Context: an optimization exercise on an open-source flow, tuned for small area, a short achievable clock period and few clock cycles per item. The choices shown serve that exercise and are no tape-out recipe. The RTL of this run was laid out without a check of its function. No activity file was given, so power comes from the tool's default toggle rates.

==> design.v <==
`timescale 1ns / 1ps
`default_nettype none
module event_timed_task_dispatch_table_core (
    input  wire logic        clk,
    input  wire logic        rst_n,
    input  wire logic        req_valid,
    output logic             req_ready,
    input  wire logic [1:0]  req_action,
    input  wire logic [7:0]  req_task_id,
    input  wire logic [7:0]  req_trigger_mask,
    input  wire logic        req_use_delay,
    input  wire logic [31:0] req_delay_ticks,
    input  wire logic [7:0]  req_handler_tag,
    input  wire logic [31:0] req_now_ticks,
    input  wire logic [7:0]  req_event_mask,
    output logic             rsp_valid,
    input  wire logic        rsp_ready,
    output logic [2:0]       rsp_status,
    output logic [3:0]       rsp_slot_index,
    output logic [7:0]       rsp_matched_id,
    output logic [7:0]       rsp_matched_handler,
    output logic             rsp_last_result,
    input  wire logic        cfg_we,
    input  wire logic [30:0] cfg_wdata
);
    localparam int N = 16;
    localparam logic [1:0] ACT_ADD    = 2'd0;
    localparam logic [1:0] ACT_REMOVE = 2'd1;
    localparam logic [1:0] ACT_SCAN   = 2'd2;
    localparam logic [1:0] ACT_NONE   = 2'd3;
    localparam logic [2:0] ST_OK        = 3'd0;
    localparam logic [2:0] ST_FULL      = 3'd1;
    localparam logic [2:0] ST_NOT_FOUND = 3'd2;
    localparam logic [2:0] ST_NO_MATCH  = 3'd3;
    localparam logic [2:0] ST_BAD_ID    = 3'd4;
    function automatic logic [N-1:0] lowest(input logic [N-1:0] v);
        logic [N-1:0] below;
        logic [N-1:0] pre;
        pre = v;
        for (int k = 0; k < 4; k++)
            for (int i = N - 1; i >= 0; i--)
                if ((i >> k) & 1)
                    pre[i] = pre[i] | pre[((i >> k) << k) - 1];
        below = {pre[N-2:0], 1'b0};
        lowest = v & ~below;
    endfunction
    function automatic logic [3:0] enc(input logic [N-1:0] oh);
        logic [3:0] e;
        e = '0;
        for (int i = 0; i < N; i++)
            if (oh[i]) e = e | 4'(i);
        enc = e;
    endfunction
    function automatic logic atmost1(input logic [N-1:0] v);
        logic [N-1:0] any, many;
        any  = v;
        many = '0;
        for (int w = N / 2; w >= 1; w = w / 2)
            for (int j = 0; j < w; j++)
            begin
                many[j] = many[2*j+1] | many[2*j] | (any[2*j+1] & any[2*j]);
                any[j]  = any[2*j+1] | any[2*j];
            end
        atmost1 = !many[0];
    endfunction
    function automatic logic lt32(input logic [31:0] a, input logic [31:0] b);
        logic [31:0] l, g;
        l = ~a & b;
        g = a & ~b;
        for (int w = 16; w >= 1; w = w / 2)
            for (int j = 0; j < w; j++)
            begin
                l[j] = l[2*j+1] | (~g[2*j+1] & l[2*j]);
                g[j] = g[2*j+1] | (~l[2*j+1] & g[2*j]);
            end
        lt32 = l[0];
    endfunction
    function automatic logic [32:0] add32(input logic [31:0] a, input logic [31:0] b,
                                          input logic ci);
        logic [31:0] p, g, pp, gg;
        logic [32:0] c;
        p  = a ^ b;
        g  = a & b;
        gg = g;
        pp = p;
        for (int k = 0; k < 5; k++)
            for (int i = 31; i >= 0; i--)
                if ((i >> k) & 1)
                begin
                    gg[i] = gg[i] | (pp[i] & gg[((i >> k) << k) - 1]);
                    pp[i] = pp[i] & pp[((i >> k) << k) - 1];
                end
        c[0] = ci;
        for (int i = 0; i < 32; i++)
            c[i+1] = gg[i] | (pp[i] & ci);
        add32 = {c[32], p ^ c[31:0]};
    endfunction
    logic [N-1:0] taken_q;               
    logic [N-1:0] live_q;                
    logic [7:0]   id_q   [N];
    logic [7:0]   mask_q [N];
    logic [31:0]  due_q  [N];
    logic [7:0]   tag_q  [N];
    logic [30:0]  thr_q;
    logic        r_valid;
    logic        r_add;
    logic        r_rem;
    logic        r_bad;      
    logic [7:0]  r_id;
    logic [7:0]  r_mask;     
    logic        r_live;     
    logic [7:0]  r_tag;
    logic [31:0] r_t;        
    logic [31:0] r_lo;       
    logic        r_wrap;     
    logic         s2b_valid;
    logic         s2b_add, s2b_rem, s2b_bad;
    logic [N-1:0] s2b_v;
    logic         s2a_valid;
    logic         s2a_add, s2a_rem, s2a_bad;
    logic         s2a_single;    
    logic [N-1:0] s2a_m;
    logic         q0_valid, q1_valid;
    logic [23:0]  q0, q1;        
    logic s2a_push;
    logic s2a_take;
    logic s2b_move;
    logic r_go;
    assign s2a_push  = s2a_valid && !q1_valid;
    assign s2a_take  = !s2a_valid || (s2a_single && !q1_valid);
    assign s2b_move  = s2b_valid && s2a_take;
    assign r_go      = r_valid && (!s2b_valid || s2a_take);
    assign req_ready = !r_valid || !s2b_valid || s2a_take;
    logic [32:0] in_sum;
    logic [32:0] in_diff;
    logic        in_add;
    logic [31:0] in_t;
    logic [7:0]  in_mask;
    assign in_add  = (req_action == ACT_ADD);
    assign in_sum  = add32(req_now_ticks, req_delay_ticks, 1'b0);
    assign in_diff = add32(req_now_ticks, ~{1'b0, thr_q}, 1'b1);
    always_comb
    begin
        if (in_add)
        begin
            in_t    = req_use_delay ? in_sum[31:0] : 32'd0;
            in_mask = req_use_delay ? (req_trigger_mask | 8'd1) : req_trigger_mask;
        end
        else
        begin
            in_t    = req_now_ticks;
            in_mask = req_event_mask;
        end
    end
    logic [N-1:0] free_v, rem_v, scan_v, x_v;
    logic [N-1:0] free_oh, rem_oh;
    logic [N-1:0] le_v, gt_v, timely_v;
    always_comb
    begin
        for (int i = 0; i < N; i++)
        begin
            free_v[i]   = !taken_q[i];
            rem_v[i]    = live_q[i] && (id_q[i] == r_id);
            le_v[i]     = !lt32(r_t, due_q[i]);
            gt_v[i]     = lt32(r_lo, due_q[i]);
            timely_v[i] = r_wrap ? (le_v[i] || gt_v[i]) : (le_v[i] && gt_v[i]);
            scan_v[i]   = live_q[i] && ((mask_q[i] & r_mask) != 8'd0)
                          && (!mask_q[i][0] || timely_v[i]);
        end
    end
    assign free_oh = lowest(free_v);
    assign rem_oh  = lowest(rem_v);
    assign x_v     = r_add ? free_v : (r_rem ? rem_v : scan_v);
    logic do_add, do_rem;
    assign do_add = r_go && r_add && !r_bad;
    assign do_rem = r_go && r_rem && !r_bad;
    logic [N-1:0] s2a_oh;
    logic [N-1:0] s2a_rest;
    logic [3:0]   s2a_idx;
    logic         s2a_any;
    logic [7:0]   s2a_id, s2a_tag;
    logic [23:0]  s2a_word;
    assign s2a_oh   = lowest(s2a_m);
    assign s2a_rest = s2a_m & ~s2a_oh;
    assign s2a_idx  = enc(s2a_oh);
    assign s2a_any  = (s2a_m != '0);
    always_comb
    begin
        s2a_id  = '0;
        s2a_tag = '0;
        for (int i = 0; i < N; i++)
        begin
            s2a_id  = s2a_id  | (id_q[i]  & {8{s2a_oh[i]}});
            s2a_tag = s2a_tag | (tag_q[i] & {8{s2a_oh[i]}});
        end
        if (!s2a_add && !s2a_rem)
        begin
            if (s2a_any) s2a_word = {ST_OK, s2a_idx, s2a_id, s2a_tag, s2a_single};
            else         s2a_word = {ST_NO_MATCH, 4'd0, 8'd0, 8'd0, 1'b1};
        end
        else if (s2a_bad)
            s2a_word = {ST_BAD_ID, 4'd0, 8'd0, 8'd0, 1'b1};
        else if (!s2a_any)
            s2a_word = {(s2a_add ? ST_FULL : ST_NOT_FOUND), 4'd0, 8'd0, 8'd0, 1'b1};
        else
            s2a_word = {ST_OK, s2a_idx, 8'd0, 8'd0, 1'b1};
    end
    always_ff @(posedge clk or negedge rst_n)
    begin
        if (!rst_n)
        begin
            taken_q   <= '0;
            live_q    <= '0;
            thr_q     <= 31'd1000;
            r_valid   <= 1'b0;
            s2b_valid <= 1'b0;
            s2a_valid <= 1'b0;
            q0_valid  <= 1'b0;
            q1_valid  <= 1'b0;
        end
        else
        begin
            if (cfg_we)
                thr_q <= cfg_wdata;
            if (req_ready)
                r_valid <= req_valid && (req_action != ACT_NONE);
            for (int i = 0; i < N; i++)
            begin
                if (do_add && free_oh[i])
                begin
                    taken_q[i] <= 1'b1;
                    live_q[i]  <= r_live;
                end
                if (do_rem && rem_oh[i])
                begin
                    taken_q[i] <= 1'b0;
                    live_q[i]  <= 1'b0;
                end
            end
            if (r_go)
                s2b_valid <= 1'b1;
            else if (s2b_move)
                s2b_valid <= 1'b0;
            if (s2b_move)
                s2a_valid <= 1'b1;
            else if (s2a_push && s2a_single)
                s2a_valid <= 1'b0;
            if (q0_valid && rsp_ready)
            begin
                if (q1_valid)
                begin
                    q1_valid <= 1'b0;
                end
                else if (!s2a_push)
                begin
                    q0_valid <= 1'b0;
                end
            end
            else if (s2a_push)
            begin
                if (!q0_valid) q0_valid <= 1'b1;
                else           q1_valid <= 1'b1;
            end
        end
    end
    always_ff @(posedge clk)
    begin
        if (req_ready)
        begin
            r_add  <= in_add;
            r_rem  <= (req_action == ACT_REMOVE);
            r_bad  <= (req_task_id == 8'd0);
            r_id   <= req_task_id;
            r_mask <= in_mask;
            r_live <= (in_mask != 8'd0);
            r_tag  <= req_handler_tag;
            r_t    <= in_t;
            r_lo   <= in_diff[31:0];
            r_wrap <= !in_diff[32];
        end
        for (int i = 0; i < N; i++)
        begin
            if (do_add && free_oh[i])
            begin
                id_q[i]   <= r_id;
                mask_q[i] <= r_mask;
                due_q[i]  <= r_t;
                tag_q[i]  <= r_tag;
            end
        end
        if (r_go)
        begin
            s2b_add <= r_add;
            s2b_rem <= r_rem;
            s2b_bad <= r_bad;
            s2b_v   <= x_v;
        end
        if (s2b_move)
        begin
            s2a_add    <= s2b_add;
            s2a_rem    <= s2b_rem;
            s2a_bad    <= s2b_bad;
            s2a_m      <= s2b_v;
            s2a_single <= s2b_add || s2b_rem || atmost1(s2b_v);
        end
        else if (s2a_push)
        begin
            s2a_m      <= s2a_rest;
            s2a_single <= atmost1(s2a_rest);
        end
        if (q0_valid && rsp_ready)
        begin
            if (q1_valid) q0 <= q1;
            else if (s2a_push) q0 <= s2a_word;
        end
        else if (s2a_push)
        begin
            if (!q0_valid) q0 <= s2a_word;
            else           q1 <= s2a_word;
        end
    end
    assign rsp_valid = q0_valid;
    assign {rsp_status, rsp_slot_index, rsp_matched_id, rsp_matched_handler, rsp_last_result} = q0;
endmodule
`default_nettype wire
==> run.sh <==
#!/bin/bash
# synth_recipe.tcl (not shown) runs the flow's synth.tcl, then flattens the netlist and writes it again
# the make line also repeats each setting of config.mk as NAME=value (left out here)
make -C /OpenROAD-flow-scripts/flow DESIGN_CONFIG=/design/flow/config.mk WORK_HOME=/design/flow/orfs CLKGATE_MAP_FILE= SYNTH_SCRIPT=/design/flow/synth_recipe.tcl finish
==> config.mk <==
export PLATFORM = sky130hd
export DESIGN_NAME = event_timed_task_dispatch_table_core
export DESIGN_NICKNAME = event_timed_task_dispatch_table_core
export VERILOG_FILES = /design/flow/design.v
export SDC_FILE = /design/flow/constraint.sdc
export NUM_CORES = 4
export LEC_CHECK = 0
export ABC_CLOCK_PERIOD_IN_PS = 3500
export CAP_MARGIN = 20
export CORE_MARGIN = 2
export CORE_UTILIZATION = 40
export SETUP_SLACK_MARGIN = 4.5
export SLEW_MARGIN = 20
==> constraint.sdc <==
create_clock -name core_clock -period 8.5 [get_ports {clk}]
set_input_delay 1.7000 -clock core_clock [delete_from_list [all_inputs] [get_ports {clk}]]
set_output_delay 1.7000 -clock core_clock [all_outputs]
set_load 0.01 [all_outputs]
==> results.txt <==
[what timing repair did]
item | in CTS | in global routing
cloned | 9 | 5
setup buffers | 94 | 72
endpoints found under the setup margin | 338 | 311
resized for setup | 325 | 189
pin swaps | 131 | 140
[final timing paths]
check,startpoint,endpoint,slack (ps),cells after the start
min reg2reg,s2b_bad,s2a_bad,460,0
min,s2b_bad,s2a_bad,460,0
max,req_now_ticks[0],r_t[26],4240,17
min in group asynchronous,rst_n,live_q[4],780,1
max in group asynchronous,rst_n,thr_q[23],6590,2
max reg2reg,r_lo[12],s2b_v[6],4260,17
[power groups by stage]
stage,registers [mW],clock network [mW],logic (mW)
5_1_grt,8.02,5.99,12.3
3_5_place_dp,8.09,0,9.76
2_1_floorplan,8.19,0,5.81
6_report,7.97,5.71,11.6
4_1_cts,7.96,5.79,10.8
3_3_place_gp,8.07,0,9.67
[worst reg2reg max path, stage by stage, from the launching register on]
cell	delay, ps
edfxtp_1	380
buf_6	160
buf_8	120
buf_12	140
clkinvlp_4	90
buf_4	250
nor2_1	90
maj3_1	360
a221oi_1	250
o21ai_0	270
a221oi_1	790
a2111oi_0	190
nor2_1	260
o211ai_1	140
o2111ai_1	130
nand2_1	120
o2111ai_2	100
and3_4	240
[state kept, by name, indices dropped and copies added (netlist names), 16 cells and up]
register and count:
due_q 512, id_q 128, live_q 16, mask_q 128
q0 24, q1 24, r_lo 32, r_t 32
s2a_m 16, s2b_v 16, tag_q 128, taken_q 16
thr_q 31
[final cells by class]
type	instances	share of cell area, %
flip-flops and latches	1144	45.5
multi-input cells	3939	37.3
repair buffers	479	6.26
clock buffers	161	4.61
well taps	2044	3.42
inverters	288	1.68
clock inverters	73	1.17
repair inverters	2	0.0167
diodes	3	0.0100
[stage by stage]
stage | power [mW] | cells
floorplan | 14.0 | 5655
global placement | 17.7 | 7714
detailed placement | 17.9 | 7714
CTS | 24.5 | 8051
global route | 26.3 | 8130
finish | 25.3 | 8133
[cell families after synthesis]
group / after synthesis / synth area share (%)
adders and majority gates: 719 / 11.9
xor gates and xnor gates: 171 / 2.40
and+or+nand+nor: 1547 / 11.9
DFF: 1144 / 54.5
buffers and inverters: 576 / 3.49
muxes: 17 / 0.279
AOI/OAI and AO/OA: 1481 / 15.6
[cells in the final DEF, fill, tap and decap left out, types with 33 or more instances in the layout]
cell / Yosys / final
inv_1: 259 / 239
dfrtp_1: 62 / 60
buf_4: 2 / 236
nand4_1: 34 / 34
o22ai_1: 73 / 71
maj3_1: 632 / 566
maj3_2: 20 / 86
a21oi_1: 336 / 310
xor2_1: 80 / 80
nor3_1: 51 / 47
nor2b_1: 197 / 190
xnor2_1: 91 / 90
nand2_1: 510 / 503
clkbuf_16: 0 / 135
edfxtp_1: 1076 / 1076
buf_6: 0 / 45
a22oi_1: 172 / 168
nor2_1: 353 / 333
a221oi_1: 98 / 81
nand3_1: 93 / 89
nor4_1: 34 / 33
clkdlybuf4s50_1: 0 / 141
a21o_1: 42 / 41
o21ai_0: 369 / 337
ha_1: 62 / 56
nand2b_1: 173 / 173
[routing by layer]
metal  part of all wire [%]  GRT usage (%)  vias up
li1                       -              -    22000
met1                     43           38.1    24200
met2                     42           37.9     2598
met3                     11           5.48      396
met4                    4.1           10.4        2
met5                 0.0060              0        -
==> results.yml <==
timing:
  layout_setup_ws_ps: 4240
  relSlewSlack_pct: 23.3
  setup_viol: 0
  hold_viol: 0
  fin_crit_ps: 4260
  finalClockSkew_ps: 46.0
  final_max_slew_viol_count: 0
  rsz0062_at_grt: "true"
  period_share_pct: 50.1
  whs_ps: 463
  max_freq_mhz: 235
  worst_pin_slew_ps: 1150
  finalSetupTns_ps: 0
cts:
  cts_tree: "done"
  cts_buffer_depth: 3
  clkTransAtPathRegs_ps: 70
  cts.sinks: 1144
  cts_root_buffer: "clkbuf_16"
  clock_latency_ps: 800
  cts_inserted_buffers: 130
  holdBufCountCts: 0
  htree_num_levels: 4
synthesis:
  ys_seq_area_share_pct: 54.5
  ys_top_cells_by_area: "edfxtp_1 (52%), maj3_1 (10%), nand2_1 (3.1%)"
  yosysWarnings: 5
  synthArstFlopShare_pct: 5.94
  synth_top_cell_area_share_pct: 51.8
  mappedNetlistNets: 5857
  syn-instance-count: 5655
  syn_area_sq_mm: 0.0624
  syn_area_per_cell_sq_um: 11.0
  synth_edf_count: 1076
  ys_ff_latch: 1144
  yosysMostFrequentCell: "edfxtp_1"
  synth_flop_cell: "edfxtp_1"
  ys_types: 90
  yosysTopAreaCell: "edfxtp_1"
  synth_top_cells_by_count: "edfxtp_1 (1076), maj3_1 (632), nand2_1 (510)"
job:
  maxCapViolations: 0
power_and_ir_drop:
  combPwrFrac_pct: 46.0
  p_int_mw: 14.8
  switching_share_pct: 41.5
  irDropWorstVdd_v: 0.000231
  power_density_mw_per_mm2: 339
  clockPowerShare_pct: 22.6
  leakage_nw: 25.4
  switching_power_mw: 10.5
  p_seq_share_pct: 31.5
critical_path:
  end_kind: "flip-flop"
  path_class: "primary input to flip-flop"
  cpPeakStageDelay_ps: 360
  critPathMaxFanout: 7
  cp_slowest_cell: "fa_2"
  cpMostUsedCell: "a21o_1"
  crit_buf_inv: 2
  arrival_ps: 4790
  cp.required_ps: 9030
  cp-start-kind: "primary input"
  cp_top_family: "compound AO/OA/AOI/OAI gates"
  path_cells: "buf_12 > buf_4 > ha_4 > fa_2 > a21o_1 > a21o_1 > a21o_1 > a21oi_4 > o21bai_4 > a31oi_4 > o21ai_4 > a31o_4 > a31oi_4 > o21bai_4 > a221oi_2 > xor2_1 > o21ai_1"
detailed_routing:
  antenna_left: 0
  viasPerCell: 6.05
  drc: 0
  vias: 49200
  drt-total-wl_mm: 216
  drtIter0Drc: 6163
  dr.pass1.iters: 8
  avgRoutedWirePerCell_microns: 26.5
layout:
  register_area_sq_mm: 0.0340
  multiInputGateArea_sq_mm: 0.0279
  drive_gt1_share_pct: 14.6
  final_nets: 6186
  syn2layout_area_growth_pct: 19.7
  utilization_pct: 48.3
  fillers: 13800
  postLayoutCellArea_sq_mm: 0.0747
floorplan:
  start_util_pct: 40.4
  dieArea_sq_mm: 0.159
  die_x_microns: 399
  die_y_microns: 399
  coreArea_sq_mm: 0.155
  ios: 161
  rows: 144
outcome:
  status: "timing/DRC/antenna clean"
global_route:
  grt_max_degree: 67
  antenna_found_initial: 4
  grt_first_pass_wirelength_mm: 309
  grt_usage_pct: 26.2
  grt_overflow: 0
  grt_pass1_vias: 46200
placed_design:
  gp_congestion: 0.929
  numPortBuffers: 160
  hpwl_mm: 142
  dp_slack_ps: 2750
  dpl-instance-area_sq_mm: 0.0669
worst_hold_path:
  hold_class: "flip-flop to flip-flop"

re-timing with driven ports:
How much do the figures lean on ideal ports? The routed layout below was timed once more, with nothing changed but the port constraints.
Step 1 assumes that a clkbuf_16 drives the clock port and a buf_2 every other input.
Step 2 adds t to the input delays and takes it off the output delays; t is the mean of the earliest and latest rising clock arrival at the registers after step 1. Input paths then give back, and output paths get back, about the clock's delay inside the block.
Slacks: ideal / step 1 / step 2; pairs: ideal / step 1.
t, ns: 0.854
setup slack, ns: 4.241 / 4.256 / 3.414
worst hold slack (ns): 0.463 / 0.463 / 0.463
clock arrival spread, ns: 0.047 / 0.046
slew at the worst register clock pin (ns): 0.07 / 0.07
After both steps setup and hold are still met in this run. For this run, drivers alone change the setup slack by +0.015 ns; drivers and shift together by -0.827 ns.
